This design comes from an exercise in tuning for small area and a short achievable clock period on the open sky130 flow, not from production work.
Function was checked by simulation only, so behaviour that the tests miss may differ from the original.
Power figures rest on the tool's default switching activity, not on a simulated workload.

==> flow/design.v (outline; a module is shown in full before it is edited, if it fits) <==
// module config_port: 68 lines
// module dsp_slice_l0d0b: 422 lines
// module dsp_slice_l1d0b: 423 lines
// module dsp_slice_l2d0b: 422 lines
// module dsp_slice: 27 lines
// module pe: 75 lines
// module virtual_fabric: 57 lines
module virtual_fabric
#(
  parameter int NUM_PE = 8,
  parameter logic [31:0] L1_MAP  = 32'h2222_2221,
  parameter logic [31:0] DFR_MAP = 32'h0000_0000,
  parameter logic [7:0]  BOOTH_MAP = 8'hff   
) (
  input  logic                  clk,
  input  logic                  rst,
  input  logic                  en,
  input  logic [31:0]                 data_in,    
  output logic [31:0]                 data_out,   
  input  logic                  cfg_req,
  input  logic [21:0]             cfg_wr,     
  output logic                  cfg_ack
);
  // ...
==> flow/run.sh <==
#!/bin/bash
# synth_recipe.tcl (not shown) runs the flow's synth.tcl, then flattens the netlist and writes it again
# the make line also repeats each setting of config.mk as NAME=value (left out here)
make -C /OpenROAD-flow-scripts/flow DESIGN_CONFIG=/design/flow/config.mk WORK_HOME=/design/flow/orfs CLKGATE_MAP_FILE= SYNTH_SCRIPT=/design/flow/synth_recipe.tcl finish
==> flow/config.mk <==
export PLATFORM = sky130hd
export DESIGN_NAME = virtual_fabric
export DESIGN_NICKNAME = virtual_fabric
export VERILOG_FILES = /design/flow/design.v
export SDC_FILE = /design/flow/constraint.sdc
export NUM_CORES = 4
export LEC_CHECK = 0
export ABC_AREA = 1
export CAP_MARGIN = 20
export CORE_MARGIN = 2
export CORE_UTILIZATION = 40
export SETUP_SLACK_MARGIN = 4.3
export SLEW_MARGIN = 20
==> flow/constraint.sdc <==
create_clock -name core_clock -period 8.0 [get_ports {clk}]
set_input_delay 1.6000 -clock core_clock [delete_from_list [all_inputs] [get_ports {clk}]]
set_output_delay 1.6000 -clock core_clock [all_outputs]
set_load 0.01 [all_outputs]
==> summary.txt, run 1 <==
outcome finished clean; Multi-input gate area 49800 um2; worst hold start u_cfg.cfg_array[287]; final max-slew violation count 0; CTS tree done; syn avg cell area between 8 and 9 um2; inverters 1190; CTS H-tree lvls 4; Final Core Density 45.2%; Diodes inserted 4; PnR Total Power 20.7 mW; largest net degree at the start of global routing 186; count of multi-input gates 8196; Taps Inserted ~3.2k; R2R setup slack 4390 ps; gr usage total 27.8%; clock power share between 40% and 50%; worst min-delay path class register to register; Die ar. approximately 240000 um2; Largest register FFs 456; P_comb slightly above 3 mW; met3 Use GR under 10%; crit path launch type input port; DR vias about 80k; pre-CTS WS 2700 ps; via-per-instance ratio 5.49; Final Cycle Share a little under half
==> inputs of run 2 (changes only) <==
--- a/flow/config.mk
+++ b/flow/config.mk
@@ -10,4 +10,4 @@
 export CORE_MARGIN = 2
 export CORE_UTILIZATION = 40
-export SETUP_SLACK_MARGIN = 4.3
+export SETUP_SLACK_MARGIN = 5.0
 export SLEW_MARGIN = 20
==> summary.txt, run 2 <==
outcome finished clean; Final Cycle Share 42.6% (-4.1 points); final WL roughly 380000 um; Crit. End Element register; gr usage total 29.2% (+1.4 points); Pwr per Cell Area around 180 nW/um2; ys flop type dfxtp_1; number of buffers added on ports 90; Num CTS Buffers 183; crit path launch type register; Commonest cells post-synth 2527 x nand2_1, 1145 x nor2_1, 1080 x inv_1, 837 x o21ai_0, 826 x dfxtp_1; Hold WS roughly 460 ps; Crit Path Class register to register; unrepaired setup endpoints after global routing true; CTS tree done; worst min-delay path class register to register; DRT Pass-1 Iters 9; top flop regs u_cfg.cfg_array (456), g_pe.u_pe.u_dsp.genblk1.genblk1.genblk1.u_s.s1_q (434); drt drc 0; met2 GRT Util between 40% and 50%; share of post-route cells with drive strength above 1 a little over a quarter; Peak VDD IR ~160 uV; Non-Filler Instances 15.8k; synthesis warning total 6; Clock Tree Root clkbuf_16; Max-Cap Viols 0; initial core utilization between 40% and 50%; fmax just under 300 MHz; CP Cell Sequence nor2_4 > buf_12 > buf_16 > nand2_2 > o211ai_1 > nand2_2 > nor2_4 > nand3_2 > o21ai_4 > clkinv_4 > o22ai_4 > xor2_2 > fa_2 > inv_2 > fa_2 > inv_1; DR vias 88.0k (+7.8%); Mapped Cells about 12k; largest net degree at the start of global routing 163 (-12%); Post-Syn Nets 12.2k; Worst Clk Skew between 40 and 50 ps; WHS Endpoint u_cfg.cfg_array[287]; final max-slew violation count 0 (unchanged); final layout net count about 13k; peak fanout along the critical path 7; reg2reg start u_cfg.cfg_array[219]; cell area after synthesis approximately 95000 um2; number of global-route vias before repair around 83k; Leakage approximately 54 nW; total core area approximately 240000 um2; I/O pin total 91; grt peak-use layer met2; Post-synth EDFFs 760; sequential share of the synthesized area between 40% and 50%; via-per-instance ratio 5.58 (+1.7%); Worst Max-Slew Pin Slew around 1100 ps; ys async rst share 0%; Final Core Density 52.7% (+7.5 points); met3 Use GR 4.23% (+0.17 points); syn avg cell area 8.28 um2 (unchanged); area leader, netlist edfxtp_1; Iter 0 DRT Violations ~10k; slowest cell on the critical path fa_2; clk latency of the worst-skew pair a little under 900 ps; hold-critical path depth 2; initial antenna violation count 18; R2R setup slack 4590 ps (+200 ps); clk buf depth 3; Overflow after GRT 0; minimum clock period ~3400 ps; CTS H-tree lvls 4 (unchanged); largest cells by area after synthesis edfxtp_1 24%, dfxtp_1 17%, nand2_1 10%; Worst EP required between 8000 and 9000 ps; most numerous cell in the Yosys netlist nand2_1; HPWL after detailed placement between 200000 and 250000 um; Clk pin slew, worst setup/hold paths roughly 60 ps; Distinct cells, synth 64; wire per inst roughly 24 um; Largest register FFs 456 (unchanged); most common cell after layout, fill and taps aside nand2_1; Die ar. 242000 um2 (unchanged); antenna-violating nets left 0; # clock sinks roughly 1.6k; Syn-to-layout area delta 31.2%; Final GP Congestion between 0.9 and 1; #FFs+latches synth around 1.6k; Placed Cells approximately 14k; met1 usage between 40 and 50%; commonest non-fill, non-tap cells in the layout 2168 x nand2_1, 1044 x nor2_1, 902 x inv_1, 883 x buf_4, 783 x dfxtp_1; relative slew slack 27.1%; Reg2Reg Depth 16; setup tns final 0 ps; slowest stage delay, CP ~550 ps; Std-Cell Rows between 150 and 200; final setup fails 0; Final Hold Viols 0; top cell type's share of synthesized area a little under a quarter; worst hold start u_cfg.cfg_array[287]; Critical Path AT approximately 4000 ps; Die W just under 500 um; die height approximately 500 um; first-pass GRT wire length 537000 um; Most flops, register u_cfg.cfg_array
## run 2: cell types whose count changed in the layout (fill, tap and decap cells not counted), moves of 91 or more
| cell | change |
|---|---|
| o22ai_2 | +110 |
| buf_4 | +597 |
| ha_1 | -91 |
| o22ai_1 | -192 |
| buf_6 | +198 |
| nand2_4 | +139 |
| inv_1 | -154 |
| nand3_1 | -101 |
| nand2_2 | +146 |
| nand2_1 | -310 |
| o21ai_0 | -108 |
| a21oi_1 | -95 |
## run 2: routing by layer
metal / routed length, um / part of all wire (%) / vias to the layer above
met2: 168000 / 45 / 4098
met4: 19400 / 5.2 / 8
met1: 158000 / 42 / 42990
li1: - / - / 39983
met3: 29000 / 7.7 / 916
met5: 50 / 0.013 / -
## run 2: how the worst max path moves through the flow
stage,slack (ps),to,cells past startpoint,start
2_1_floorplan,4640,g_pe[0].u_pe.u_dsp.genblk1.genblk1.u_s.s1_q[66],6,data_in[23]
3_3_place_gp,2900,u_cfg.cfg_array[59],9,cfg_wr[21]
3_5_place_dp,2800,u_cfg.cfg_array[88],9,cfg_wr[21]
4_1_cts,4570,register,16,g_pe[0].u_pe.u_dsp.genblk1.genblk1.u_s.s1_q[12]
5_1_grt,4490,register,16,u_cfg.cfg_array[219]
6_report,4590,register,16,u_cfg.cfg_array[219]
## run 2: power breakdown
group | internal (mW) | switching (mW)
combinational | 1.63 | 2.51
sequential | 8.78 | 0.242
clock | 5.23 | 3.70
## run 2: per-stage QoR
stage          setup slack, ps  power [mW]  cell area [um2]
6_report                  4590        22.1           125000
4_1_cts                   4570        21.5           117000
3_5_place_dp              2800        12.1            99200
2_1_floorplan             4640        11.0            95800
5_1_grt                   4490        22.9           125000
3_3_place_gp              2900        12.1            99200
## run 2: area by class of cell
type,count,area [um2]
diodes,9,22.5
clock buffers,243,5130
clock inverters,105,1250
fillers,21469,112000
inverters,1189,5230
multi-input cells,8199,58500
flip-flops and latches,1586,39500
well taps,3167,3960
repair buffers,1254,11300
repair inverters,7,48.8
## run 2: timing repair
item | in CTS | in global routing
setup buffers | 702 | 325
pin swaps | 557 | 731
gates resized for setup | 1626 | 1162
setup endpoints to repair | 1141 | 927
cloned | 10 | 14
hold buffers | 0 | 0
## run 2: worst max-delay path, delay by kind of cell, from the launching register on
| kind | cells | cell delay [ps] |
|---|---|---|
| compound gates | 3 | 420 |
| fa+ha+maj | 2 | 1060 |
| xor+xnor | 1 | 100 |
| flops | 1 | 390 |
| buf+inv | 5 | 480 |
| simple gates | 5 | 690 |
## run 2: kinds of logic after synthesis
logic type	share of synthesized area (%)
AND/OR/NAND/NOR	19.6
AO/OA/AOI/OAI	14.0
buffers and inverters	7.16
flip-flops	41.3
XOR/XNOR	6.74
adder cells (fa/ha/maj)	11.2
multiplexers	0.0840
==> inputs of run 3 (changes only) <==
--- a/flow/config.mk
+++ b/flow/config.mk
@@ -9,5 +9,5 @@
 export CAP_MARGIN = 20
 export CORE_MARGIN = 2
-export CORE_UTILIZATION = 40
-export SETUP_SLACK_MARGIN = 5.0
+export CORE_UTILIZATION = 55
+export SETUP_SLACK_MARGIN = 4.8
 export SLEW_MARGIN = 20
==> summary.txt, run 3 <==
initial antenna violation count 2 (-16); unrepaired setup endpoints after global routing true; clk buf depth 3 (unchanged); Final Cycle Share 43.0% (+0.39 points); Max-Cap Viols 0 (unchanged); commonest non-fill, non-tap cells in the layout 2286 x nand2_1, 1061 x nor2_1, 976 x inv_1, 796 x dfxtp_1, 761 x o21ai_0; syn avg cell area 8.28 um2 (unchanged); I/O pin total 91 (unchanged); Worst EP required 8760 ps (+150 ps); Num CTS Buffers 171 (-6.6%); Leakage 51.0 nW (-4.7%); Most flops, register u_cfg.cfg_array; gr usage total 36.1% (+6.9 points); final setup fails 0 (unchanged); top cell type's share of synthesized area 23.9% (unchanged); DRT Pass-1 Iters 9 (unchanged); Clock Tree Root clkbuf_16; Post-synth EDFFs 760 (unchanged); CP Cell Sequence inv_1 > fa_2 > inv_2 > fa_1 > fa_1 > ha_4 > a21oi_4 > o21ai_2 > inv_1 > nand2_2 > a21boi_2 > nand2b_1 > nand2_1 > nand2_1 > nand3_1 > a21oi_1; Syn-to-layout area delta 22.6%; Distinct cells, synth 64 (unchanged); most common cell after layout, fill and taps aside nand2_1; R2R setup slack 4560 ps (-30 ps); slowest cell on the critical path fa_2; sequential share of power 42.6% (+1.8 points); initial core utilization 55.4% (+15 points); Commonest cells post-synth 2527 x nand2_1, 1145 x nor2_1, 1080 x inv_1, 837 x o21ai_0, 826 x dfxtp_1; Std-Cell Rows 152 (-15%); largest cells by area after synthesis edfxtp_1 24%, dfxtp_1 17%, nand2_1 10%; area leader, netlist edfxtp_1; number of global-route vias before repair 79.4k (-4.0%); Mapped Cells 11.5k (unchanged); number of buffers added on ports 90 (unchanged); clock power share 40.0% (-0.4 points); top flop regs u_cfg.cfg_array (456), g_pe.u_pe.u_dsp.genblk1.genblk1.genblk1.u_s.s1_q (434); antenna-violating nets left 0 (unchanged); Overflow after GRT 0 (unchanged); slowest stage delay, CP 630 ps (+80 ps); Final GP Congestion 0.969 (+1.8%); relative slew slack 24.7% (-2.4 points); largest net degree at the start of global routing 264 (+62%); outcome finished clean; Crit Path Class register to register; Psw 6.01 mW (-6.8%); final layout net count 12.8k (-2.3%); final max-slew violation count 0 (unchanged); setup tns final 0 ps (unchanged); peak fanout along the critical path 4 (-3); drt drc 0 (unchanged); # clock sinks 1586 (unchanged); CTS tree done; crit path launch type register; Die W 420 um (-15%); die height 420 um (-15%); minimum clock period 3440 ps (+31.2 ps); most numerous cell in the Yosys netlist nand2_1; sequential share of the synthesized area 41.3% (unchanged); total core area 172000 um2 (-28%); Placed Cells 13.5k (-6.0%); Internal 15.2 mW (-3.0%); Critical Path AT 4200 ps (+180 ps); Iter 0 DRT Violations 10.7k (+6.0%); fmax 291 MHz (-0.91%); net switching fraction of the power 28.4% (-0.82 points); Non-Filler Instances 14.6k (-7.5%); HPWL after detailed placement 223000 um (-10%); cell area after synthesis 95300 um2 (unchanged); Worst Max-Slew Pin Slew 1130 ps (+36.4 ps); via-per-instance ratio 5.93 (+6.2%); share of post-route cells with drive strength above 1 20.1% (-6.8 points); Die ar. 177000 um2 (-27%); first-pass GRT wire length 487000 um (-9.4%); DR vias 86.5k (-1.7%); Post-Syn Nets 12.2k (unchanged); synthesis warning total 6 (unchanged); CTS H-tree lvls 4 (unchanged); ys flop type dfxtp_1; fillers 13.9k (-35%); Peak VDD IR 263 uV (+62%); worst min-delay path class register to register; wire per inst 22.9 um (-3.7%); #FFs+latches synth 1586 (unchanged); Comb power frac 17.4% (-1.4 points); Crit. End Element register; final WL 334000 um (-11%); clk latency of the worst-skew pair 850 ps (-20 ps); Pwr per Cell Area 181 nW/um2 (+2.6%); Hold WS 459 ps (+0.306 ps); Clk pin slew, worst setup/hold paths 60 ps (about the same); ys async rst share 0% (unchanged); Final Hold Viols 0 (unchanged); Worst Clk Skew 30.3 ps (-15.1 ps); Largest register FFs 456 (unchanged)
run 3: cell counts after synthesis:
Identical to the previous run, type by type.
run 3: logic make-up after synthesis:
family / share of synthesized area [%]
XOR/XNOR: 6.74
flip-flops: 41.3
buffers and inverters: 7.16
AND/OR/NAND/NOR: 19.6
multiplexers: 0.0840
AO/OA/AOI/OAI: 14.0
adder cells (fa/ha/maj): 11.2
run 3: what timing repair did:
item | in CTS | in global routing
pin swaps | 236 | 455
setup endpoints to repair | 1005 | 555
gates cloned | 10 | 6
setup buffers | 392 | 351
hold buffers | 0 | 0
resized for setup | 771 | 909
run 3: area by class of cell:
class	instances	area, um2	share of cell area, %
multi-input combinational	8197	55000	47.0
sequential	1586	39500	33.8
timing repair buffer	966	8400	7.19
inverter	1189	5050	4.33
clock buffer	235	4910	4.21
tap	2310	2890	2.47
clock inverter	89	1080	0.928
timing repair inverter	6	41.3	0.0353
antenna	3	7.51	0.00643
run 3: worst paths after layout:
path / startpoint / end / depth (start not counted)
min reg2reg: g_pe[7].u_pe.b_q2[2] / g_pe[7].u_pe.b_q2[2] / 2
max: g_pe[0].u_pe.u_dsp.genblk1.genblk1.u_s.s1_q[29] / register / 16
max reg2reg: g_pe[0].u_pe.u_dsp.genblk1.genblk1.u_s.s1_q[29] / register / 16
min: g_pe[7].u_pe.b_q2[2] / g_pe[7].u_pe.b_q2[2] / 2
run 3: power by group through the flow:
stage / Clock, mW / Sequential, mW / Combinational [mW]
after floorplan: 0 / 9.07 / 1.92
after global placement: 0 / 9.18 / 2.82
after detailed placement: 0 / 9.19 / 2.86
after CTS: 8.57 / 9.00 / 3.22
after global routing: 8.88 / 9.03 / 4.01
final: 8.48 / 9.01 / 3.68
run 3: metal layers:
| layer | GRT usage [%] | share of wire (%) |
|---|---|---|
| met1 | 51.1 | 41 |
| met2 | 55.4 | 45 |
| met3 | 5.27 | 9.4 |
| met4 | 15.4 | 4.9 |
| met5 | 0 | 0 |
run 3: worst max-delay path: cells and delay by family (launching register included):
kind / cells / cell delay [ps]
adder cells (fa/ha/maj): 4 / 1890
AO/OA/AOI/OAI: 4 / 570
AND/OR/NAND/NOR: 5 / 390
flip-flops: 1 / 320
buffers and inverters: 3 / 200
run 3: through the flow:
stage	power [mW]	setup WS [ps]	utilization, %	area [um2]
final	21.2	4560	67.9	117000
after CTS	20.8	4630	64.0	110000
after global placement	12.0	2740	57.0	98000
after floorplan	11.0	4630	-	95500
after detailed placement	12.0	2680	57.0	98000
after global routing	21.9	4440	67.9	117000
==> inputs of run 4 (changes only) <==
--- a/flow/config.mk
+++ b/flow/config.mk
@@ -9,5 +9,6 @@
 export CAP_MARGIN = 20
 export CORE_MARGIN = 2
-export CORE_UTILIZATION = 55
+export CORE_UTILIZATION = 40
 export SETUP_SLACK_MARGIN = 4.8
 export SLEW_MARGIN = 20
+export TNS_END_PERCENT = 10
==> summary.txt, run 4 <==
outcome finished clean; clk buf depth 3 (unchanged); Die W 492 um (+17%); die height 492 um (+17%); crit path launch type register; top cell type's share of synthesized area 23.9% (unchanged); Worst Max-Slew Pin Slew 1200 ps (+67.5 ps); area leader, netlist edfxtp_1; fillers 22.8k (+64%); slowest stage delay, CP 670 ps (+40 ps); Peak VDD IR 169 uV (-36%); sequential share of power 42.8% (+0.2 points); final max-slew violation count 0 (unchanged); Distinct cells, synth 64 (unchanged); Psw 6.06 mW (+0.86%); final setup fails 0 (unchanged); HPWL after detailed placement 244000 um (+9.3%); CTS tree done; setup tns final 0 ps (unchanged); Largest register FFs 456 (unchanged); Final Cycle Share 43.4% (+0.45 points); Die ar. 242000 um2 (+37%); Std-Cell Rows 179 (+18%); Overflow after GRT 0 (unchanged); met3 Use GR 4.13% (-1.1 points); worst min-delay path class register to register; most common cell after layout, fill and taps aside nand2_1; minimum clock period 3480 ps (+35.7 ps); first-pass GRT wire length 519000 um (+6.5%); Commonest cells post-synth 2527 x nand2_1, 1145 x nor2_1, 1080 x inv_1, 837 x o21ai_0, 826 x dfxtp_1; Post-Synth Simple-Gate Area 19.6% (unchanged); PnR Total Power 21.1 mW (-0.43%); main combinational cell family by area after synthesis simple AND/OR/NAND/NOR gates; Top Family by Delay on Critical Path buffers and inverters; Post-Syn Nets 12.2k (unchanged); unrepaired setup endpoints after global routing true; slowest cell on the critical path clkdlybuf4s50_1; Clock Tree Root clkbuf_16; net switching fraction of the power 28.7% (+0.37 points); initial antenna violation count 12 (+10); Critical Path AT 1880 ps (-2320 ps); via-per-instance ratio 5.56 (-6.3%); Pwr per Cell Area 186 nW/um2 (+2.7%); final WL 352000 um (+5.4%); CTS H-tree lvls 4 (unchanged); DR vias 84.5k (-2.3%); Clk pin slew, worst setup/hold paths 60 ps (about the same); met2 GRT Util 43.0% (-12 points); grt peak-use layer met2; cell area after synthesis 95300 um2 (unchanged); largest cells by area after synthesis edfxtp_1 24%, dfxtp_1 17%, nand2_1 10%; CP Cell Sequence clkdlybuf4s50_1; Post-DP Area 99000 um2 (+1.1%); DRT Pass-1 Iters 8 (-1); ys flop type dfxtp_1; complex-gate fraction of the synthesized area 14.0% (unchanged); Leakage 49.3 nW (-3.4%); top flop regs u_cfg.cfg_array (456), g_pe.u_pe.u_dsp.genblk1.genblk1.genblk1.u_s.s1_q (434); syn avg cell area 8.28 um2 (unchanged); Crit Path Class register to output port; met1 usage 39.4% (-12 points); relative slew slack 20.2% (-4.5 points); # clock sinks 1586 (unchanged); XOR/XNOR Fraction of Synth Area 6.74% (unchanged); fmax 288 MHz (-1.0%); Placed Cells 14.4k (+6.4%); Syn-to-layout area delta 18.8%; initial core utilization 40.2% (-15 points); peak fanout along the critical path 2 (-2); clk latency of the worst-skew pair 870 ps (+20 ps); antenna-violating nets left 0 (unchanged); number of global-route vias before repair 80.3k (+1.1%); Worst EP required 6400 ps (-2360 ps); Worst Clk Skew 47.6 ps (+17.4 ps); synthesis warning total 6 (unchanged); Num CTS Buffers 181 (+5.8%); commonest non-fill, non-tap cells in the layout 2378 x nand2_1, 1091 x nor2_1, 1018 x inv_1, 796 x dfxtp_1, 784 x o21ai_0; Internal 15.0 mW (-0.95%); I/O pin total 91 (unchanged); most numerous cell in the Yosys netlist nand2_1; Final Hold Viols 0 (unchanged); #FFs+latches synth 1586 (unchanged); Post-Synth Adder-Cell Area 11.2% (unchanged); total core area 237000 um2 (+38%); Post-synth EDFFs 760 (unchanged); Final GP Congestion 0.942 (-2.8%); Max-Cap Viols 0 (unchanged); number of buffers added on ports 90 (unchanged); Comb power frac 16.2% (-1.2 points); mux cell area share after synthesis 0.0840% (unchanged); Most flops, register u_cfg.cfg_array; wire per inst 23.2 um (+1.1%); Non-Filler Instances 15.2k (+4.2%); largest net degree at the start of global routing 174 (-34%); crit path buf inv count 1 (-2); Crit. End Element output port; sequential share of the synthesized area 41.3% (unchanged); design area 113000 um2 (-3.1%); gr usage total 28.1% (-8.0 points); Iter 0 DRT Violations 9178 (-14%); ys async rst share 0% (unchanged); share of post-route cells with drive strength above 1 15.3% (-4.8 points); clock power share 41.1% (+1.1 points); drt drc 0 (unchanged); final layout net count 12.5k (-1.9%); Mapped Cells 11.5k (unchanged)
==> run 4: cell count changes in the layout (fill, tap and decap cells not counted), sizes merged <==
cell           change
buf              -256
bufbuf             -1
bufinv             -3
clkbuf             +7
clkdlybuf4s50     +37
clkinv             +6
clkinvlp           -8
diode              +3
dlygate4sd2       -36
dlymetal6s2s       -1
inv               +11
nand2              +1
==> run 4: worst paths after layout <==
kind                                                                      start                   to  cells after the start  slack (ps)
worst max register to register  g_pe[0].u_pe.u_dsp.genblk1.genblk1.u_s.s1_q[38]             register                     15        4550
worst max-delay path                                                   register         data_out[21]                      1        4520
worst min-delay path                                        u_cfg.cfg_array[89]  u_cfg.cfg_array[89]                      2         450
worst min register to register                              u_cfg.cfg_array[89]  u_cfg.cfg_array[89]                      2         450
==> run 4: area by class of cell <==
cell class                      instances  area [um2]  share of cell area [%]
Tap cell                             3167        3960                    3.50
Timing Repair Buffer                  711        6210                    5.48
Clock inverter                         99        1080                   0.954
Timing Repair inverter                  2        15.0                  0.0133
Clock buffer                          240        5050                    4.46
Inverter                             1189        4940                    4.36
Sequential cell                      1586       39500                    34.8
Antenna cell                            6        15.0                  0.0133
Multi-Input combinational cell       8198       52500                    46.4
==> run 4: power by group through the flow <==
| stage | Sequential [mW] | Combinational [mW] | Clock [mW] |
|---|---|---|---|
| 6_report | 9.02 | 3.40 | 8.66 |
| 3_5_place_dp | 9.19 | 2.88 | 0 |
| 4_1_cts | 9.01 | 3.03 | 8.81 |
| 2_1_floorplan | 9.07 | 1.92 | 0 |
| 3_3_place_gp | 9.19 | 2.85 | 0 |
| 5_1_grt | 9.04 | 3.74 | 9.11 |
==> run 4: metal layers <==
metal  vias up  share of wire, %
met2      3820                44
li1      38912                 -
met4         6               4.9
met1     40926                43
met3       808               7.8
met5         -             0.078
==> run 4: timing repair <==
item	in CTS	in global routing
cloned	6	6
pin swaps	284	108
setup buffers	400	86
resized for setup	723	293
setup endpoints to repair	1135	1045
hold buffers	0	0
==> run 4: kinds of logic (layout without fill, tap and decap cells) <==
group	after synthesis	in the layout
AND/OR/NAND/NOR	4501	4505
other	0	6
flip-flops	1586	1586
adder cells (fa/ha/maj)	618	618
XOR/XNOR	733	733
multiplexers	8	8
buffers and inverters	1730	2241
AO/OA/AOI/OAI	2334	2334
==> run 4: per-stage QoR <==
stage / hold slack, ps / setup slack (ps) / utilization (%)
2_1_floorplan: 430 / 4630 / -
3_3_place_gp: 442 / 2860 / 41.7
3_5_place_dp: 447 / 2820 / 41.7
4_1_cts: 456 / 4460 / 46.8
5_1_grt: 471 / 4450 / 47.7
6_report: 455 / 4520 / 47.7
==> inputs of run 5 (changes only) <==
--- a/flow/config.mk
+++ b/flow/config.mk
@@ -12,3 +12,2 @@
 export SETUP_SLACK_MARGIN = 4.8
 export SLEW_MARGIN = 20
-export TNS_END_PERCENT = 10
==> summary.txt, run 5 <==
outcome finished clean; DRT Pass-1 Iters 7 (-1); final max-slew violation count 0 (unchanged); #FFs+latches synth 1586 (unchanged); largest net degree at the start of global routing 232 (+33%); Worst Clk Skew 44.2 ps (-3.40 ps); relative slew slack 24.8% (+4.6 points); Final GP Congestion 0.965 (+2.4%); Critical Path AT 3970 ps (+2090 ps); Psw 6.14 mW (+1.3%); Largest register FFs 456 (unchanged); Post-synth EDFFs 760 (unchanged); Comb power frac 16.9% (+0.7 points); clk buf depth 3 (unchanged); area leader, netlist edfxtp_1; DR vias 86.1k (+1.9%); sequential share of power 42.5% (-0.3 points); ys async rst share 0% (unchanged); Worst EP required 8600 ps (+2200 ps); initial antenna violation count 15 (+3); Iter 0 DRT Violations 9464 (+3.1%); R2R setup slack 4630 ps (+80 ps); Num CTS Buffers 180 (-0.55%); # clock sinks 1586 (unchanged); first-pass GRT wire length 514000 um (-0.84%); worst hold start u_cfg.cfg_array[238]; commonest non-fill, non-tap cells in the layout 2290 x nand2_1, 1070 x nor2_1, 975 x inv_1, 798 x dfxtp_1, 760 x edfxtp_1; top flop regs u_cfg.cfg_array (456), g_pe.u_pe.u_dsp.genblk1.genblk1.genblk1.u_s.s1_q (434); cell area after synthesis 95300 um2 (unchanged); Die W 492 um (unchanged); Post-Synth Simple-Gate Area 19.6% (unchanged); reg2reg start u_cfg.cfg_array[448]; Reg2Reg Depth 13 (-2); Commonest cells post-synth 2527 x nand2_1, 1145 x nor2_1, 1080 x inv_1, 837 x o21ai_0, 826 x dfxtp_1; minimum clock period 3370 ps (-101 ps); clock power share 40.6% (-0.5 points); Non-Filler Instances 15.5k (+1.8%); HPWL after detailed placement 240000 um (-1.4%); Post-Syn Nets 12.2k (unchanged); Most flops, register u_cfg.cfg_array; I/O pin total 91 (unchanged); crit path launch type register; Final Hold Viols 0 (unchanged); antenna-violating nets left 0 (unchanged); mux cell area share after synthesis 0.0840% (unchanged); worst min-delay path class register to register; net switching fraction of the power 28.9% (+0.20 points); Pwr per Cell Area 179 nW/um2 (-3.8%); ys flop type dfxtp_1; synthesis warning total 6 (unchanged); most numerous cell in the Yosys netlist nand2_1; syn avg cell area 8.28 um2 (unchanged); unrepaired setup endpoints after global routing true; CTS H-tree lvls 4 (unchanged); Syn-to-layout area delta 24.3%; complex-gate fraction of the synthesized area 14.0% (unchanged); Final Cycle Share 42.2% (-1.3 points); Post-CTS Hold Buffers 0 (unchanged); clk latency of the worst-skew pair 860 ps (about the same); number of global-route vias before repair 80.3k (+0.012%); gr usage total 27.8% (-0.28 points); Crit. End Element register; via-per-instance ratio 5.57 (+0.15%); CTS tree done; Mapped Cells 11.5k (unchanged); Placed Cells 14.3k (-0.049%); Overflow after GRT 0 (unchanged); wire per inst 23.0 um (-0.75%); share of post-route cells with drive strength above 1 20.2% (+4.9 points); initial core utilization 40.2% (unchanged); XOR/XNOR Fraction of Synth Area 6.74% (unchanged); setup tns final 0 ps (unchanged); Distinct cells, synth 64 (unchanged); final WL 356000 um (+1.0%); Clk pin slew, worst setup/hold paths 60 ps (about the same); Max-Cap Viols 0 (unchanged); Worst Max-Slew Pin Slew 1130 ps (-68.9 ps); Std-Cell Rows 179 (unchanged); drt drc 0 (unchanged); Leakage 51.2 nW (+3.9%); final setup fails 0 (unchanged); Clock Tree Root clkbuf_16; Internal 15.1 mW (+0.33%); Post-Synth Adder-Cell Area 11.2% (unchanged); die height 492 um (unchanged); Crit Path Class register to register; largest cells by area after synthesis edfxtp_1 24%, dfxtp_1 17%, nand2_1 10%; fmax 296 MHz (+3.0%); peak fanout along the critical path 6 (+4); WHS Endpoint u_cfg.cfg_array[238]; total core area 237000 um2 (unchanged); sequential share of the synthesized area 41.3% (unchanged); Peak VDD IR 176 uV (+3.7%); most common cell after layout, fill and taps aside nand2_1; main combinational cell family by area after synthesis simple AND/OR/NAND/NOR gates; final layout net count 12.8k (+2.2%); hold-critical path depth 2 (unchanged); Die ar. 242000 um2 (unchanged); number of buffers added on ports 90 (unchanged); top cell type's share of synthesized area 23.9% (unchanged)
==> run 5: cell counts after synthesis <==
No cell type changed its count.
==> run 5: how the worst max path moves through the flow <==
stage | startpoint | end
after detailed placement | cfg_wr[21] | u_cfg.cfg_array[88]
final | u_cfg.cfg_array[448] | register
after floorplan | data_in[21] | g_pe[0].u_pe.u_dsp.genblk1.genblk1.u_s.s1_q[72]
after global routing | u_cfg.cfg_array[448] | register
after global placement | cfg_wr[21] | u_cfg.cfg_array[88]
after CTS | cfg_req | u_cfg.cfg_array[9]
==> run 5: area by class of cell <==
class | instances | area, um2
timing repair inverter | 2 | 13.8
sequential | 1586 | 39500
fill | 22031 | 119000
clock inverter | 91 | 997
antenna | 5 | 12.5
multi-input combinational | 8196 | 55100
clock buffer | 248 | 5150
tap | 3167 | 3960
timing repair buffer | 986 | 8710
inverter | 1189 | 5070
==> run 5: repair_timing <==
item | in CTS | in global routing
pin swaps | 276 | 518
setup endpoints to repair | 764 | 503
gates resized for setup | 808 | 913
gates cloned | 8 | 7
setup buffers | 442 | 321
==> run 5: logic make-up (layout without fill, tap and decap cells) <==
kind of cell             Yosys count  in the layout
AO/OA/AOI/OAI                   2334           2334
XOR/XNOR                         733            733
adder cells (fa/ha/maj)          618            618
buffers and inverters           1730           2516
flip-flops                      1586           1586
multiplexers                       8              8
other                              0              5
AND/OR/NAND/NOR                 4501           4503
==> run 5: critical path, stage by stage, from the launching register on <==
cell        delay (ps)
dfxtp_4            430
clkinvlp_4         210
nor2_4             190
nand2_1             60
nand4_1            220
buf_4              190
nand3_2             60
nand2_2            100
clkinvlp_4         180
buf_6              170
o22ai_4            130
xor2_2             110
fa_2               630
fa_2               440
==> run 5: power by group through the flow <==
stage | registers, mW | clock network, mW | logic (mW)
finish | 9.02 | 8.60 | 3.59
global route | 9.04 | 9.05 | 3.93
CTS | 9.01 | 8.75 | 3.14
detailed placement | 9.19 | 0 | 2.88
global placement | 9.18 | 0 | 2.85
floorplan | 9.07 | 0 | 1.92
==> run 5: stage by stage <==
stage	hold WS (ps)	total power [mW]	worst slack, ps	util (%)	area, um2
after floorplan	430	11.0	4630	-	95500
final	454	21.2	4630	49.9	118000
after detailed placement	448	12.1	2830	41.7	99100
after global routing	469	22.0	4510	49.9	118000
after global placement	440	12.0	2910	41.7	99100
after CTS	458	20.9	4590	47.1	112000
==> run 5: routing by layer <==
metal	global-route usage, %	part of all wire [%]	up-vias
met5	0	0.013	-
met3	4.12	7.9	897
met2	43.0	45	4008
met4	12.2	5.1	8
li1	-	-	39457
met1	38.8	43	41747
==> inputs of run 6 (changes only) <==
--- a/flow/config.mk
+++ b/flow/config.mk
@@ -12,2 +12,3 @@
 export SETUP_SLACK_MARGIN = 4.8
 export SLEW_MARGIN = 20
+export TNS_END_PERCENT = 0
==> summary.txt, run 6 <==
top cell type's share of synthesized area 23.9% (unchanged); final layout net count 12.3k (-3.9%); most numerous cell in the Yosys netlist nand2_1; Pwr per Cell Area 190 nW/um2 (+6.3%); CTS H-tree lvls 4 (unchanged); DR vias 83.0k (-3.6%); design area 110000 um2 (-7.4%); synthesis warning total 6 (unchanged); ys async rst share 0% (unchanged); relative slew slack 20.4% (-4.4 points); pre-CTS WS 2820 ps (-4.34 ps); final WL 346000 um (-2.8%); largest net degree at the start of global routing 174 (-25%); sequential share of the synthesized area 41.3% (unchanged); crit path launch type input port; slowest stage delay, CP 840 ps (+210 ps); total core area 237000 um2 (unchanged); worst min-delay path class register to register; CTS tree done; Die W 492 um (unchanged); Commonest cells post-synth 2527 x nand2_1, 1145 x nor2_1, 1080 x inv_1, 837 x o21ai_0, 826 x dfxtp_1; Worst Clk Skew 48.7 ps (+4.44 ps); peak fanout along the critical path 7 (+1); Largest register FFs 456 (unchanged); Peak VDD IR 167 uV (-4.8%); most common cell after layout, fill and taps aside nand2_1; initial antenna violation count 10 (-5); antenna-violating nets left 0 (unchanged); Post-CTS Hold Buffers 0 (unchanged); Crit. End Element register; DRT Pass-1 Iters 8 (+1); final max-slew violation count 0 (unchanged); # clock sinks 1586 (unchanged); final setup fails 0 (unchanged); HPWL after detailed placement 244000 um (+1.4%); largest cells by area after synthesis edfxtp_1 24%, dfxtp_1 17%, nand2_1 10%; share of post-route cells with drive strength above 1 11.6% (-8.6 points); Max-Cap Viols 0 (unchanged); Post-Syn Nets 12.2k (unchanged); syn avg cell area 8.28 um2 (unchanged); top flop regs u_cfg.cfg_array (456), g_pe.u_pe.u_dsp.genblk1.genblk1.genblk1.u_s.s1_q (434); via-per-instance ratio 5.54 (-0.45%); Clock Tree Root clkbuf_16; PnR Total Power 20.9 mW (-1.6%); Worst Max-Slew Pin Slew 1190 ps (+65.5 ps); most used cell, CP o22ai_1; Mapped Cells 11.5k (unchanged); cell area after synthesis 95300 um2 (unchanged); Iter 0 DRT Violations 9130 (-3.5%); Critical Path AT 4110 ps (+140 ps); outcome finished clean; Distinct cells, synth 64 (unchanged); wire per inst 23.1 um (+0.39%); fmax 285 MHz (-3.9%); Most flops, register u_cfg.cfg_array; CP Cell Sequence clkdlybuf4s50_1 > inv_1 > o22ai_1 > a21oi_1 > o22ai_1 > xor2_1 > fa_1; Final GP Congestion 0.942 (-2.4%); initial core utilization 40.2% (unchanged); Top Family by Delay on Critical Path compound AO/OA/AOI/OAI gates; I/O pin total 91 (unchanged); Leakage 47.8 nW (-6.8%); Worst EP required 8600 ps (about the same); Final Hold Viols 0 (unchanged); slowest cell on the critical path a21oi_1; drt drc 0 (unchanged); Post-DP Area 99000 um2 (about the same); ys flop type dfxtp_1; Clk pin slew, worst setup/hold paths 60 ps (about the same); clk buf depth 3 (unchanged); Overflow after GRT 0 (unchanged); Post-synth EDFFs 760 (unchanged); minimum clock period 3510 ps (+135 ps); die height 492 um (unchanged); Die ar. 242000 um2 (unchanged); first-pass GRT wire length 508000 um (-1.2%); Std-Cell Rows 179 (unchanged); number of global-route vias before repair 78.1k (-2.8%); #FFs+latches synth 1586 (unchanged); area leader, netlist edfxtp_1; Num CTS Buffers 181 (+0.56%); setup tns final 0 ps (unchanged); crit path buf inv count 2 (-2); Final Cycle Share 43.9% (+1.7 points); clk latency of the worst-skew pair 870 ps (about the same); post-route setup slack 4490 ps (-135 ps); number of buffers added on ports 90 (unchanged); commonest non-fill, non-tap cells in the layout 2437 x nand2_1, 1105 x nor2_1, 1039 x inv_1, 802 x o21ai_0, 797 x dfxtp_1; gr usage total 27.6% (-0.27 points); unrepaired setup endpoints after global routing true; Syn-to-layout area delta 15.0%; Crit Path Class input port to register
[run 6: cell counts after synthesis]
Identical to the previous run, type by type.
[run 6: layer usage]
metal,GRT usage (%),share of wire [%],up-vias
li1,-,-,38459
met1,39.1,44,40184
met2,42.1,44,3621
met3,3.93,7.7,713
met4,11.4,4.6,2
met5,0,0.0038,-
[run 6: worst min-delay path, cell delays in order, from the launching register on]
cell     delay, ps
dfxtp_1        300
inv_1           60
a21oi_1         50
[run 6: path summary, 6_finish.rpt]
check / startpoint / to / slack [ps] / cells past startpoint
max: data_in[27] / g_pe[0].u_pe.u_dsp.genblk1.genblk1.u_s.s1_q[52] / 4490 / 7
min: u_cfg.cfg_array[287] / u_cfg.cfg_array[287] / 460 / 2
max reg2reg: u_cfg.cfg_array[276] / register / 4500 / 12
min reg2reg: u_cfg.cfg_array[287] / u_cfg.cfg_array[287] / 460 / 2
[run 6: timing repair]
item	4_1_cts	5_1_grt
resized for setup	249	363
gates cloned	2	4
endpoints found under the setup margin	1135	1105
pin swaps	69	138
setup buffers	135	131
[run 6: logic make-up (layout without fill, tap and decap cells)]
logic type / count (synthesis) / in the layout / synth area share, %
XOR/XNOR: 733 / 733 / 6.74
multiplexers: 8 / 8 / 0.0840
other: 0 / 6 / 0
flip-flops: 1586 / 1586 / 41.3
AND/OR/NAND/NOR: 4501 / 4502 / 19.6
AO/OA/AOI/OAI: 2334 / 2334 / 14.0
adder cells (fa/ha/maj): 618 / 618 / 11.2
buffers and inverters: 1730 / 2019 / 7.16
[run 6: metrics by stage]
stage / hold slack, ps / util [%] / instances
CTS: 456 / 45.1 / 14831
global placement: 442 / 41.7 / 14355
global route: 471 / 46.2 / 14969
detailed placement: 447 / 41.7 / 14355
floorplan: 430 / - / 11510
finish: 455 / 46.2 / 14973
[run 6: area by class of cell]
| class | instances | area, um2 |
|---|---|---|
| multi-input cells | 8195 | 50900 |
| repair buffers | 490 | 4290 |
| clock inverters | 99 | 1080 |
| inverters | 1189 | 4860 |
| fillers | 23063 | 128000 |
| repair inverters | 1 | 8.76 |
| flip-flops and latches | 1586 | 39400 |
| diodes | 6 | 15.0 |
| well taps | 3167 | 3960 |
| clock buffers | 240 | 5050 |
[run 6: report_power, final]
group,internal (mW),total [mW],leakage [nW],switching [mW]
clock,5.02,8.66,2.99,3.64
sequential,8.78,9.02,14.5,0.236
combinational,1.11,3.20,30.2,2.09
==> inputs of run 7 (changes only) <==
--- a/flow/config.mk
+++ b/flow/config.mk
@@ -10,5 +10,6 @@
 export CORE_MARGIN = 2
 export CORE_UTILIZATION = 40
+export CTS_BUF_LIST = sky130_fd_sc_hd__clkbuf_4 sky130_fd_sc_hd__clkbuf_8
 export SETUP_SLACK_MARGIN = 4.8
 export SLEW_MARGIN = 20
-export TNS_END_PERCENT = 0
+export TNS_END_PERCENT = 10
==> summary.txt, run 7 <==
final setup fails 0 (unchanged); most numerous cell in the Yosys netlist nand2_1; Top Family by Delay on Critical Path buffers and inverters; Leakage 49.7 nW (+4.0%); cell area after synthesis 95300 um2 (unchanged); DRT Pass-1 Iters 8 (unchanged); Die ar. 242000 um2 (unchanged); top flop regs u_cfg.cfg_array (456), g_pe.u_pe.u_dsp.genblk1.genblk1.genblk1.u_s.s1_q (434); peak fanout along the critical path 2 (-5); #FFs+latches synth 1586 (unchanged); Critical Path AT 1870 ps (-2240 ps); DR vias 84.8k (+2.2%); Most flops, register u_cfg.cfg_array; Crit. End Element output port; Pwr per Cell Area 185 nW/um2 (-2.6%); Std-Cell Rows 179 (unchanged); HPWL after detailed placement 244000 um (unchanged); gr usage total 28.2% (+0.60 points); CTS tree done; Max-Cap Viols 0 (unchanged); Num CTS Buffers 302 (+67%); Post-CTS Hold Buffers 0 (unchanged); Final GP Congestion 0.942 (unchanged); minimum clock period 3470 ps (-38.4 ps); top cell type's share of synthesized area 23.9% (unchanged); die height 492 um (unchanged); area leader, netlist edfxtp_1; Final Cycle Share 43.4% (-0.48 points); Overflow after GRT 0 (unchanged); Syn-to-layout area delta 18.6%; clk latency of the worst-skew pair 1070 ps (+200 ps); first-pass GRT wire length 520000 um (+2.4%); antenna-violating nets left 0 (unchanged); CP Cell Sequence dlygate4sd2_1; final max-slew violation count 0 (unchanged); clk buf depth 4 (+1); Commonest cells post-synth 2527 x nand2_1, 1145 x nor2_1, 1080 x inv_1, 837 x o21ai_0, 826 x dfxtp_1; final layout net count 12.6k (+2.6%); Clock Tree Root clkbuf_8; crit path buf inv count 1 (-1); largest net degree at the start of global routing 174 (unchanged); largest cells by area after synthesis edfxtp_1 24%, dfxtp_1 17%, nand2_1 10%; slowest stage delay, CP 460 ps (-380 ps); via-per-instance ratio 5.52 (-0.38%); Die W 492 um (unchanged); outcome finished clean; Largest register FFs 456 (unchanged); commonest non-fill, non-tap cells in the layout 2375 x nand2_1, 1098 x nor2_1, 1021 x inv_1, 795 x dfxtp_1, 789 x o21ai_0; Crit Path Class register to output port; crit path launch type register; # clock sinks 1586 (unchanged); drt drc 0 (unchanged); Worst Max-Slew Pin Slew 1240 ps (+42.5 ps); unrepaired setup endpoints after global routing true; Post-synth EDFFs 760 (unchanged); synthesis warning total 6 (unchanged); worst min-delay path class register to register; share of post-route cells with drive strength above 1 16.5% (+4.9 points); total core area 237000 um2 (unchanged); Iter 0 DRT Violations 9296 (+1.8%); CTS H-tree lvls 5 (+1); wire per inst 22.9 um (-0.89%); Worst EP required 6400 ps (-2200 ps); Peak VDD IR 173 uV (+3.6%); sequential share of the synthesized area 41.3% (unchanged); most common cell after layout, fill and taps aside nand2_1; number of global-route vias before repair 81.4k (+4.2%); slowest cell on the critical path dlygate4sd2_1; Distinct cells, synth 64 (unchanged); syn avg cell area 8.28 um2 (unchanged); number of buffers added on ports 90 (unchanged); Worst Clk Skew 80.6 ps (+31.9 ps); setup tns final 0 ps (unchanged); Hold WS 456 ps (+0.215 ps); relative slew slack 17.6% (-2.8 points); I/O pin total 91 (unchanged); initial antenna violation count 15 (+5); Final Hold Viols 0 (unchanged); final WL 352000 um (+1.7%); Post-Syn Nets 12.2k (unchanged); ys async rst share 0% (unchanged); fillers 22.9k (-0.69%); ys flop type dfxtp_1; Mapped Cells 11.5k (unchanged); Clk pin slew, worst setup/hold paths 60 ps (about the same); initial core utilization 40.2% (unchanged); fmax 288 MHz (+1.1%)
[run 7: final timing paths]
| kind | from | to | slack (ps) | depth (start not counted) |
|---|---|---|---|---|
| min | u_cfg.cfg_array[89] | u_cfg.cfg_array[89] | 460 | 2 |
| min reg2reg | u_cfg.cfg_array[89] | u_cfg.cfg_array[89] | 460 | 2 |
| max reg2reg | g_pe[0].u_pe.u_dsp.genblk1.genblk1.u_s.s1_q[38] | register | 4570 | 16 |
| max | register | data_out[21] | 4530 | 1 |
[run 7: power by group]
group          switching [mW]  internal, mW  leakage [nW]  total (mW)
registers               0.236          8.78          14.5        9.02
clock network            3.62          4.97          3.38        8.59
logic                    2.16          1.20          31.8        3.36
total                    6.02          15.0          49.7        21.0
[run 7: what timing repair did]
action,in CTS,in global routing
pin swaps,291,104
setup endpoints to repair,846,781
gates resized for setup,751,264
setup buffers,419,44
cloned,5,0
[run 7: logic make-up after synthesis]
group | synth area share, %
compound gates | 14.0
xor+xnor | 6.74
fa+ha+maj | 11.2
buf+inv | 7.16
flops | 41.3
mux | 0.0840
simple gates | 19.6
[run 7: area by class of cell]
type / count / area [um2] / area share, %
clock inverters: 68 / 704 / 0.623
inverters: 1189 / 4920 / 4.35
repair buffers: 685 / 5900 / 5.22
well taps: 3167 / 3960 / 3.50
diodes: 8 / 20.0 / 0.0177
clock buffers: 462 / 5680 / 5.02
flip-flops and latches: 1586 / 39500 / 34.9
multi-input cells: 8196 / 52400 / 46.4
repair inverters: 1 / 6.26 / 0.00553
[run 7: metrics by stage]
| stage | util (%) | total power, mW | instance area [um2] | instances | setup WS (ps) |
|---|---|---|---|---|---|
| CTS | 47.0 | 20.8 | 112000 | 15309 | 4440 |
| floorplan | - | 11.0 | 95400 | 11510 | 4630 |
| finish | 47.6 | 21.0 | 113000 | 15362 | 4530 |
| global route | 47.6 | 21.8 | 113000 | 15356 | 4460 |
| detailed placement | 41.7 | 12.1 | 99000 | 14355 | 2820 |
| global placement | 41.7 | 12.0 | 99000 | 14355 | 2860 |
[run 7: per-layer routing]
metal	GRT usage, %	share of wire (%)	vias up
li1	-	-	39103
met3	4.82	8.2	840
met1	39.1	43	40958
met5	0	0.010	-
met2	42.9	44	3908
met4	12.9	5.1	6
==> inputs of run 8 (changes only) <==
--- a/flow/config.mk
+++ b/flow/config.mk
@@ -13,3 +13,2 @@
 export SETUP_SLACK_MARGIN = 4.8
 export SLEW_MARGIN = 20
-export TNS_END_PERCENT = 10
==> summary.txt, run 8 <==
initial antenna violation count 13 (-2); fmax 298 MHz (+3.3%); Final Hold Viols 0 (unchanged); grt peak-use layer met2; Die W 492 um (unchanged); Overflow after GRT 0 (unchanged); Iter 0 DRT Violations 9302 (+0.065%); #FFs+latches synth 1586 (unchanged); wire per inst 22.8 um (-0.50%); Post-synth EDFFs 760 (unchanged); Die ar. 242000 um2 (unchanged); area leader, netlist edfxtp_1; antenna-violating nets left 0 (unchanged); XOR/XNOR Fraction of Synth Area 6.74% (unchanged); met3 Use GR 4.72% (-0.10 points); Final GP Congestion 0.965 (+2.4%); post-route setup slack 4640 ps (+110 ps); most common cell after layout, fill and taps aside nand2_1; ys async rst share 0% (unchanged); Worst EP required 8940 ps (+2540 ps); outcome finished clean; unrepaired setup endpoints after global routing true; Critical Path AT 4300 ps (+2430 ps); PnR Total Power 21.3 mW (+1.5%); met1 usage 38.8% (-0.28 points); sequential share of the synthesized area 41.3% (unchanged); die height 492 um (unchanged); Commonest cells post-synth 2527 x nand2_1, 1145 x nor2_1, 1080 x inv_1, 837 x o21ai_0, 826 x dfxtp_1; met2 GRT Util 42.9% (+0.044 points); complex-gate fraction of the synthesized area 14.0% (unchanged); commonest non-fill, non-tap cells in the layout 2309 x nand2_1, 1078 x nor2_1, 991 x inv_1, 766 x dfxtp_1; worst min-delay path class register to register; peak fanout along the critical path 4 (+2); largest cells by area after synthesis edfxtp_1 24%, dfxtp_1 17%, nand2_1 10%; ys flop type dfxtp_1; initial core utilization 40.2% (unchanged); Final Cycle Share 42.0% (-1.4 points); Mapped Cells 11.5k (unchanged); Worst Clk Skew 79.2 ps (-1.37 ps); slowest stage delay, CP 520 ps (+60 ps); Non-Filler Instances 15.6k (+1.7%); top flop regs u_cfg.cfg_array (456), g_pe.u_pe.u_dsp.genblk1.genblk1.genblk1.u_s.s1_q (434); Post-Synth Simple-Gate Area 19.6% (unchanged); DR vias 86.1k (+1.5%); clk buf depth 4 (unchanged); Most flops, register u_cfg.cfg_array; Num CTS Buffers 308 (+2.0%); cell area after synthesis 95300 um2 (unchanged); synthesis warning total 6 (unchanged); total core area 237000 um2 (unchanged); Clk pin slew, worst setup/hold paths 60 ps (about the same); # clock sinks 1586 (unchanged); Pwr per Cell Area 181 nW/um2 (-2.5%); Top Family by Delay on Critical Path adder cells; drt drc 0 (unchanged); Peak VDD IR 166 uV (-4.2%); Syn-to-layout area delta 23.5%; final WL 356000 um (+1.2%); Placed Cells 14.3k (-0.049%); HPWL after detailed placement 240000 um (-1.4%); share of post-route cells with drive strength above 1 21.2% (+4.7 points); Max-Cap Viols 0 (unchanged); Hold WS 457 ps (+1.20 ps); Leakage 51.2 nW (+3.0%); minimum clock period 3360 ps (-110 ps); Clock Tree Root clkbuf_8; number of global-route vias before repair 81.7k (+0.46%); Post-CTS Hold Buffers 0 (unchanged); design area 118000 um2 (+4.2%); final max-slew violation count 0 (unchanged); Post-Syn Nets 12.2k (unchanged); Std-Cell Rows 179 (unchanged); main combinational cell family by area after synthesis simple AND/OR/NAND/NOR gates; Largest register FFs 456 (unchanged); DRT Pass-1 Iters 8 (unchanged); most numerous cell in the Yosys netlist nand2_1; syn avg cell area 8.28 um2 (unchanged); number of buffers added on ports 90 (unchanged); gr usage total 28.1% (-0.089 points); Post-DP Area 99100 um2 (about the same); Worst Max-Slew Pin Slew 1160 ps (-77.4 ps); crit path buf inv count 2 (+1); most used cell, CP fa_1; Crit Path Class register to register; fillers 22.3k (-2.8%); relative slew slack 22.8% (+5.2 points); Distinct cells, synth 64 (unchanged); final setup fails 0 (unchanged); CP Cell Sequence inv_1 > fa_1 > fa_1 > inv_1 > fa_1 > ha_4 > nand2_2 > nor2_2 > nand2_1 > o211ai_1 > a21oi_2 > or2_4 > nand3_2 > a21oi_1; Crit. End Element register; via-per-instance ratio 5.51 (-0.17%); clk latency of the worst-skew pair 1090 ps (+20 ps); crit path launch type register; top cell type's share of synthesized area 23.9% (unchanged); mux cell area share after synthesis 0.0840% (unchanged); Post-Synth Adder-Cell Area 11.2% (unchanged); first-pass GRT wire length 519000 um (-0.22%); I/O pin total 91 (unchanged); CTS tree done; CTS H-tree lvls 5 (unchanged); final layout net count 12.9k (+2.0%); slowest cell on the critical path fa_1; largest net degree at the start of global routing 232 (+33%); Final Core Density 49.6% (+2.0 points); pre-CTS WS 2830 ps (+4.34 ps); setup tns final 0 ps (unchanged)
## run 8: cell counts after synthesis
Identical to the previous run, type by type.
## run 8: area by class of cell
cell class,instances,area [um2],share of cell area (%)
tap,3167,3960,3.36
sequential,1586,39500,33.5
antenna,4,10.0,0.00850
timing repair buffer,926,8240,7.00
timing repair inverter,1,6.26,0.00531
inverter,1189,5020,4.26
clock buffer,447,5550,4.71
multi-input combinational,8198,54500,46.3
clock inverter,101,956,0.812
## run 8: worst register-to-register path: cells and delay by family, from the launching register on
| family | cells | cell delay [ps] |
|---|---|---|
| compound gates | 3 | 250 |
| fa+ha+maj | 4 | 1770 |
| buf+inv | 2 | 150 |
| flops | 1 | 380 |
| simple gates | 5 | 670 |
## run 8: per-layer routing
metal	up-vias	wire length, um
met4	4	18600
met5	-	21
met2	4015	158000
met1	41556	151000
li1	39606	-
met3	910	28300
## run 8: what timing repair did
| item | in CTS | in global routing |
|---|---|---|
| setup buffers | 428 | 278 |
| cloned | 9 | 4 |
| hold endpoints to repair | 0 | 0 |
| pin swaps | 252 | 417 |
| gates resized for setup | 939 | 796 |
| setup endpoints to repair | 701 | 524 |
## run 8: cell families after synthesis
family	count (synthesis)
buf+inv	1730
simple gates	4501
fa+ha+maj	618
mux	8
xor+xnor	733
compound gates	2334
flops	1586
## run 8: report_power, final
group | leakage, nW | internal, mW | total (mW) | switching [mW]
sequential | 14.5 | 8.79 | 9.02 | 0.237
clock | 3.41 | 5.04 | 8.72 | 3.68
combinational | 33.2 | 1.31 | 3.55 | 2.24
## run 8: worst paths after layout
path / slack, ps / cells after the start / endpoint / startpoint
max: 4640 / 14 / register / g_pe[0].u_pe.u_dsp.genblk1.genblk1.u_s.s1_q[52]
min: 460 / 2 / u_cfg.cfg_array[89] / u_cfg.cfg_array[89]
max reg2reg: 4640 / 14 / register / g_pe[0].u_pe.u_dsp.genblk1.genblk1.u_s.s1_q[52]
min reg2reg: 460 / 2 / u_cfg.cfg_array[89] / u_cfg.cfg_array[89]
==> inputs of run 9 (changes only) <==
--- a/flow/config.mk
+++ b/flow/config.mk
@@ -13,2 +13,3 @@
 export SETUP_SLACK_MARGIN = 4.8
 export SLEW_MARGIN = 20
+export TNS_END_PERCENT = 0
==> summary.txt, run 9 <==
hold-critical path depth 2 (unchanged); gr usage total 27.6% (-0.49 points); Largest register FFs 456 (unchanged); initial antenna violation count 12 (-1); sequential share of the synthesized area 41.3% (unchanged); Die ar. 242000 um2 (unchanged); Pwr per Cell Area 189 nW/um2 (+4.8%); Worst EP required 8770 ps (-170 ps); largest cells by area after synthesis edfxtp_1 24%, dfxtp_1 17%, nand2_1 10%; Final Cycle Share 43.3% (+1.3 points); ys flop type dfxtp_1; Distinct cells, synth 64 (unchanged); worst min-delay path class register to register; fmax 289 MHz (-2.9%); Worst Max-Slew Pin Slew 1220 ps (+57.1 ps); CTS tree done; clk buf depth 4 (unchanged); Most flops, register u_cfg.cfg_array; reg2reg start u_cfg.cfg_array[163]; wire per inst 22.8 um (about the same); final WL 345000 um (-3.0%); Internal 14.8 mW (-2.0%); Die W 492 um (unchanged); DRT Pass-1 Iters 8 (unchanged); Critical Path AT 4230 ps (-70 ps); unrepaired setup endpoints after global routing true; Syn-to-layout area delta 14.9%; Placed Cells 14.4k (+0.049%); most common cell after layout, fill and taps aside nand2_1; Max-Cap Viols 0 (unchanged); I/O pin total 91 (unchanged); outcome finished clean; syn avg cell area 8.28 um2 (unchanged); crit path launch type register; Num CTS Buffers 302 (-1.9%); Post-Syn Nets 12.2k (unchanged); area occupied by registers 39400 um2 (-0.15%); clk latency of the worst-skew pair 1070 ps (-20 ps); Clock Tree Root clkbuf_8; Comb power frac 15.1% (-1.6 points); Non-Filler Instances 15.2k (-2.9%); die height 492 um (unchanged); # clock sinks 1586 (unchanged); final layout net count 12.4k (-3.6%); commonest non-fill, non-tap cells in the layout 2447 x nand2_1, 1109 x nor2_1, 1044 x inv_1, 802 x o21ai_0, 798 x dfxtp_1; peak fanout along the critical path 9 (+5); Psw 5.91 mW (-4.0%); Final Hold Viols 0 (unchanged); relative slew slack 19.0% (-3.8 points); minimum clock period 3460 ps (+101 ps); drt drc 0 (unchanged); Leakage 48.2 nW (-5.7%); first-pass GRT wire length 509000 um (-1.9%); initial core utilization 40.2% (unchanged); Post-CTS Hold Buffers 0 (unchanged); Std-Cell Rows 179 (unchanged); Final GP Congestion 0.942 (-2.4%); Worst Clk Skew 78.3 ps (-0.876 ps); worst hold start u_cfg.cfg_array[287]; Reg2Reg Depth 15 (+1); top cell type's share of synthesized area 23.9% (unchanged); Crit. End Element register; final setup fails 0 (unchanged); Commonest cells post-synth 2527 x nand2_1, 1145 x nor2_1, 1080 x inv_1, 837 x o21ai_0, 826 x dfxtp_1; Clk pin slew, worst setup/hold paths 60 ps (about the same); ys async rst share 0% (unchanged); final max-slew violation count 0 (unchanged); net switching fraction of the power 28.5% (-0.42 points); clock power share 41.4% (+0.5 points); number of global-route vias before repair 78.9k (-3.5%); largest net degree at the start of global routing 174 (-25%); sequential share of power 43.5% (+1.1 points); Mapped Cells 11.5k (unchanged); area leader, netlist edfxtp_1; fillers 23.2k (+4.3%); total core area 237000 um2 (unchanged); Peak VDD IR 167 uV (+0.51%); Post-DP Area 99000 um2 (about the same); most numerous cell in the Yosys netlist nand2_1; CTS H-tree lvls 5 (unchanged); top flop regs u_cfg.cfg_array (456), g_pe.u_pe.u_dsp.genblk1.genblk1.genblk1.u_s.s1_q (434); Iter 0 DRT Violations 9068 (-2.5%); Overflow after GRT 0 (unchanged); WHS Endpoint u_cfg.cfg_array[287]; Multi-input gate area 50800 um2 (-6.9%); Post-synth EDFFs 760 (unchanged); cell area after synthesis 95300 um2 (unchanged); #FFs+latches synth 1586 (unchanged); synthesis warning total 6 (unchanged); setup tns final 0 ps (unchanged); R2R setup slack 4540 ps (-100 ps); via-per-instance ratio 5.50 (-0.25%); DR vias 83.3k (-3.2%); antenna-violating nets left 0 (unchanged); share of post-route cells with drive strength above 1 12.9% (-8.3 points); number of buffers added on ports 90 (unchanged); HPWL after detailed placement 244000 um (+1.4%); design area 109000 um2 (-7.0%); Crit Path Class register to register
-- run 9: power groups by stage --
stage,Clock (mW),Combinational (mW),Sequential [mW]
floorplan,0,1.92,9.07
finish,8.58,3.14,9.02
global route,9.10,3.47,9.04
CTS,8.76,2.96,9.02
detailed placement,0,2.88,9.19
global placement,0,2.85,9.19
-- run 9: cell families after synthesis --
family | count (synthesis) | share of synthesized area [%]
DFF | 1586 | 41.3
xor gates and xnor gates | 733 | 6.74
adders and majority gates | 618 | 11.2
and+or+nand+nor | 4501 | 19.6
AOI/OAI and AO/OA | 2334 | 14.0
buffers and inverters | 1730 | 7.16
muxes | 8 | 0.0840
-- run 9: metal layers --
layer / part of all wire (%) / GRT usage, %
met3: 7.9 / 4.48
met5: 0.034 / 0
met4: 4.6 / 12.0
met2: 44 / 41.7
met1: 44 / 38.9
-- run 9: how the worst max path moves through the flow --
stage                               startpoint                                              end  slack (ps)  cells past startpoint
after floorplan                    data_in[21]  g_pe[0].u_pe.u_dsp.genblk1.genblk1.u_s.s1_q[72]        4630                     10
after global placement              cfg_wr[21]                              u_cfg.cfg_array[59]        2860                      9
after detailed placement            cfg_wr[21]                              u_cfg.cfg_array[59]        2820                      9
after CTS                           cfg_wr[16]                             u_cfg.cfg_array[441]        4440                      8
after global routing      u_cfg.cfg_array[277]                                         register        4450                     15
final                     u_cfg.cfg_array[163]                                         register        4540                     15
-- run 9: through the flow --
| stage | utilization, % | hold WS (ps) | total power [mW] | setup slack [ps] |
|---|---|---|---|---|
| after detailed placement | 41.7 | 447 | 12.1 | 2820 |
| after floorplan | - | 430 | 11.0 | 4630 |
| final | 46.1 | 458 | 20.7 | 4540 |
| after global routing | 46.1 | 471 | 21.6 | 4450 |
| after global placement | 41.7 | 442 | 12.0 | 2860 |
| after CTS | 45.1 | 456 | 20.7 | 4440 |
-- run 9: timing repair --
item / 4_1_cts / 5_1_grt
setup endpoints to repair: 846 / 831
hold endpoints to repair: 0 / 0
gates resized for setup: 253 / 327
pin swaps: 61 / 131
gates cloned: 1 / 2
setup buffers: 119 / 138
-- run 9: worst max-delay path: stages (launching register included) --
cell and delay, ps:
dfxtp_4 400, inv_2 100, nor2_4 60, buf_4 150
buf_4 150, buf_4 120, nand2_1 50, nand3_1 140
a21oi_4 230, inv_2 110, nand2_1 130, nand2_4 120
o22ai_2 170, xor2_1 240, fa_1 490, fa_1 500
-- run 9: layout make-up --
class	count	share of cell area, %
clock inverters	68	0.643
flip-flops and latches	1586	36.0
diodes	14	0.0320
multi-input cells	8195	46.4
inverters	1189	4.40
clock buffers	462	5.18
well taps	3167	3.62
repair buffers	478	3.75
==> inputs of run 10 (changes only) <==
--- a/flow/config.mk
+++ b/flow/config.mk
@@ -11,5 +11,5 @@
 export CORE_UTILIZATION = 40
 export CTS_BUF_LIST = sky130_fd_sc_hd__clkbuf_4 sky130_fd_sc_hd__clkbuf_8
-export SETUP_SLACK_MARGIN = 4.8
+export SETUP_SLACK_MARGIN = 5.0
 export SLEW_MARGIN = 20
-export TNS_END_PERCENT = 0
+export TNS_END_PERCENT = 5
==> summary.txt, run 10 <==
first-pass GRT wire length 520000 um (+2.1%); Worst Max-Slew Pin Slew 1310 ps (+94.6 ps); R2R setup slack 4650 ps (+110 ps); met2 GRT Util 42.2% (+0.49 points); Commonest cells post-synth 2527 x nand2_1, 1145 x nor2_1, 1080 x inv_1, 837 x o21ai_0, 826 x dfxtp_1; Std-Cell Rows 179 (unchanged); sequential share of the synthesized area 41.3% (unchanged); most common cell after layout, fill and taps aside nand2_1; # clock sinks 1586 (unchanged); top flop regs u_cfg.cfg_array (456), g_pe.u_pe.u_dsp.genblk1.genblk1.genblk1.u_s.s1_q (434); HPWL after detailed placement 240000 um (-1.7%); Reg2Reg Depth 15 (unchanged); antenna-violating nets left 0 (unchanged); CP Cell Sequence buf_12 > nand2_8 > inv_2 > nand2_1 > nand4_1 > nand2_2 > buf_4 > buf_6 > nand2_1 > nand2_4 > o22ai_2 > xor2_1 > fa_2 > inv_1 > fa_2; Clock Tree Root clkbuf_8; slowest cell on the critical path fa_2; minimum clock period 3350 ps (-111 ps); Crit Path Class register to register; Final Cycle Share 41.9% (-1.4 points); met1 usage 38.5% (-0.43 points); Leakage 51.4 nW (+6.5%); Placed Cells 14.4k (-0.035%); Crit. End Element register; relative slew slack 12.7% (-6.3 points); #FFs+latches synth 1586 (unchanged); fmax 298 MHz (+3.3%); most numerous cell in the Yosys netlist nand2_1; Largest register FFs 456 (unchanged); PnR Total Power 21.3 mW (+2.5%); slowest stage delay, CP 590 ps (+90 ps); Post-CTS Hold Buffers 0 (unchanged); fillers 22.4k (-3.6%); Post-synth EDFFs 760 (unchanged); via-per-instance ratio 5.54 (+0.74%); I/O pin total 91 (unchanged); final WL 352000 um (+2.0%); Max-Cap Viols 0 (unchanged); DR vias 86.6k (+3.9%); die height 492 um (unchanged); Multi-input gate area 54200 um2 (+6.7%); grt peak-use layer met2; clk buf depth 4 (unchanged); Clk pin slew, worst setup/hold paths 60 ps (about the same); syn avg cell area 8.28 um2 (unchanged); reg2reg start u_cfg.cfg_array[333]; synthesis warning total 6 (unchanged); gr usage total 28.0% (+0.41 points); Distinct cells, synth 64 (unchanged); Worst Clk Skew 79.8 ps (+1.50 ps); Syn-to-layout area delta 23.1%; Num CTS Buffers 301 (-0.33%); CTS H-tree lvls 5 (unchanged); worst min-delay path class register to register; number of global-route vias before repair 82.8k (+4.9%); Post-DP Area 99000 um2 (about the same); Overflow after GRT 0 (unchanged); Final Core Density 49.4% (+3.3 points); outcome finished clean; met3 Use GR 5.12% (+0.64 points); number of buffers added on ports 90 (unchanged); share of post-route cells with drive strength above 1 21.0% (+8.2 points); Pwr per Cell Area 181 nW/um2 (-4.4%); setup tns final 0 ps (unchanged); total core area 237000 um2 (unchanged); Peak VDD IR 183 uV (+9.8%); CTS tree done; final setup fails 0 (unchanged); Post-Syn Nets 12.2k (unchanged); commonest non-fill, non-tap cells in the layout 2287 x nand2_1, 1076 x nor2_1, 986 x inv_1, 792 x dfxtp_1, 768 x o21ai_0; top cell type's share of synthesized area 23.9% (unchanged); Worst EP required 8780 ps (about the same); crit path launch type register; cell area after synthesis 95300 um2 (unchanged); ys async rst share 0% (unchanged); final layout net count 12.9k (+3.9%); initial antenna violation count 15 (+3); clk latency of the worst-skew pair 1090 ps (+20 ps); unrepaired setup endpoints after global routing true; Critical Path AT 4130 ps (-100 ps); Worst setup startpoint u_cfg.cfg_array[333]; wire per inst 22.5 um (-1.1%); Most flops, register u_cfg.cfg_array; largest net degree at the start of global routing 204 (+17%); Final GP Congestion 0.959 (+1.8%); area occupied by registers 39500 um2 (about the same); Die W 492 um (unchanged); design area 117000 um2 (+7.1%); Final Hold Viols 0 (unchanged); peak fanout along the critical path 12 (+3); largest cells by area after synthesis edfxtp_1 24%, dfxtp_1 17%, nand2_1 10%; Die ar. 242000 um2 (unchanged); Non-Filler Instances 15.6k (+3.1%); area leader, netlist edfxtp_1; drt drc 0 (unchanged); Iter 0 DRT Violations 9162 (+1.0%); ys flop type dfxtp_1; DRT Pass-1 Iters 8 (unchanged); initial core utilization 40.2% (unchanged); Mapped Cells 11.5k (unchanged); final max-slew violation count 0 (unchanged)
run 10: cell counts after synthesis:
No cell type changed its count.
run 10: power by group:
part	internal, mW	switching, mW	leakage, nW
sequential	8.78	0.231	14.5
combinational	1.35	2.27	33.4
clock	4.97	3.64	3.39
total	15.1	6.15	51.4
run 10: area by class of cell:
type | count | share of cell area (%)
timing repair inverter | 3 | 0.0139
clock inverter | 74 | 0.664
timing repair buffer | 960 | 7.04
antenna | 5 | 0.0107
multi-input combinational | 8198 | 46.2
tap | 3167 | 3.38
sequential | 1586 | 33.7
clock buffer | 453 | 4.79
inverter | 1189 | 4.28
run 10: how the worst min path moves through the flow:
stage / slack (ps) / cells past startpoint / startpoint / endpoint
2_1_floorplan: 430 / 2 / u_cfg.cfg_array[430] / u_cfg.cfg_array[430]
3_3_place_gp: 440 / 2 / u_cfg.cfg_array[294] / u_cfg.cfg_array[294]
3_5_place_dp: 450 / 2 / u_cfg.cfg_array[295] / u_cfg.cfg_array[295]
4_1_cts: 450 / 2 / u_cfg.cfg_array[295] / u_cfg.cfg_array[295]
5_1_grt: 470 / 2 / u_cfg.cfg_array[295] / u_cfg.cfg_array[295]
6_report: 460 / 2 / u_cfg.cfg_array[295] / u_cfg.cfg_array[295]
run 10: logic make-up after synthesis:
group,Yosys count,share of synthesized area (%)
AO/OA/AOI/OAI,2334,14.0
multiplexers,8,0.0840
adder cells (fa/ha/maj),618,11.2
buffers and inverters,1730,7.16
XOR/XNOR,733,6.74
flip-flops,1586,41.3
AND/OR/NAND/NOR,4501,19.6
run 10: timing repair:
action | 4_1_cts | 5_1_grt
endpoints found under the setup margin | 1143 | 1224
gates resized for setup | 999 | 580
pin swaps | 336 | 260
buffers inserted | 556 | 183
cloned | 11 | 3
run 10: per-stage QoR:
| stage | worst slack, ps | hold slack [ps] |
|---|---|---|
| final | 4650 | 457 |
| after global routing | 4510 | 471 |
| after CTS | 4630 | 455 |
| after detailed placement | 2850 | 446 |
| after global placement | 2890 | 442 |
| after floorplan | 4630 | 430 |
run 10: per-layer routing:
layer	vias to the layer above	share of wire (%)
li1	39669	-
met3	992	8.4
met5	-	0.018
met2	4267	43
met4	12	5.6
met1	41660	42
run 10: worst max-delay path, delay by kind of cell (launching register included):
kind / cells / cell delay, ps
simple gates: 6 / 860
flops: 1 / 380
buf+inv: 5 / 510
fa+ha+maj: 2 / 1020
compound gates: 1 / 80
xor+xnor: 1 / 210

Re-timed with assumed drivers on the ports (clkbuf_16 on the clock, buf_2 on other inputs), run 10 has 4.625 ns of setup slack against 4.649 ns with ideal ports, and 3.578 ns once port delays also move by the mid clock arrival of 1.150 ns.
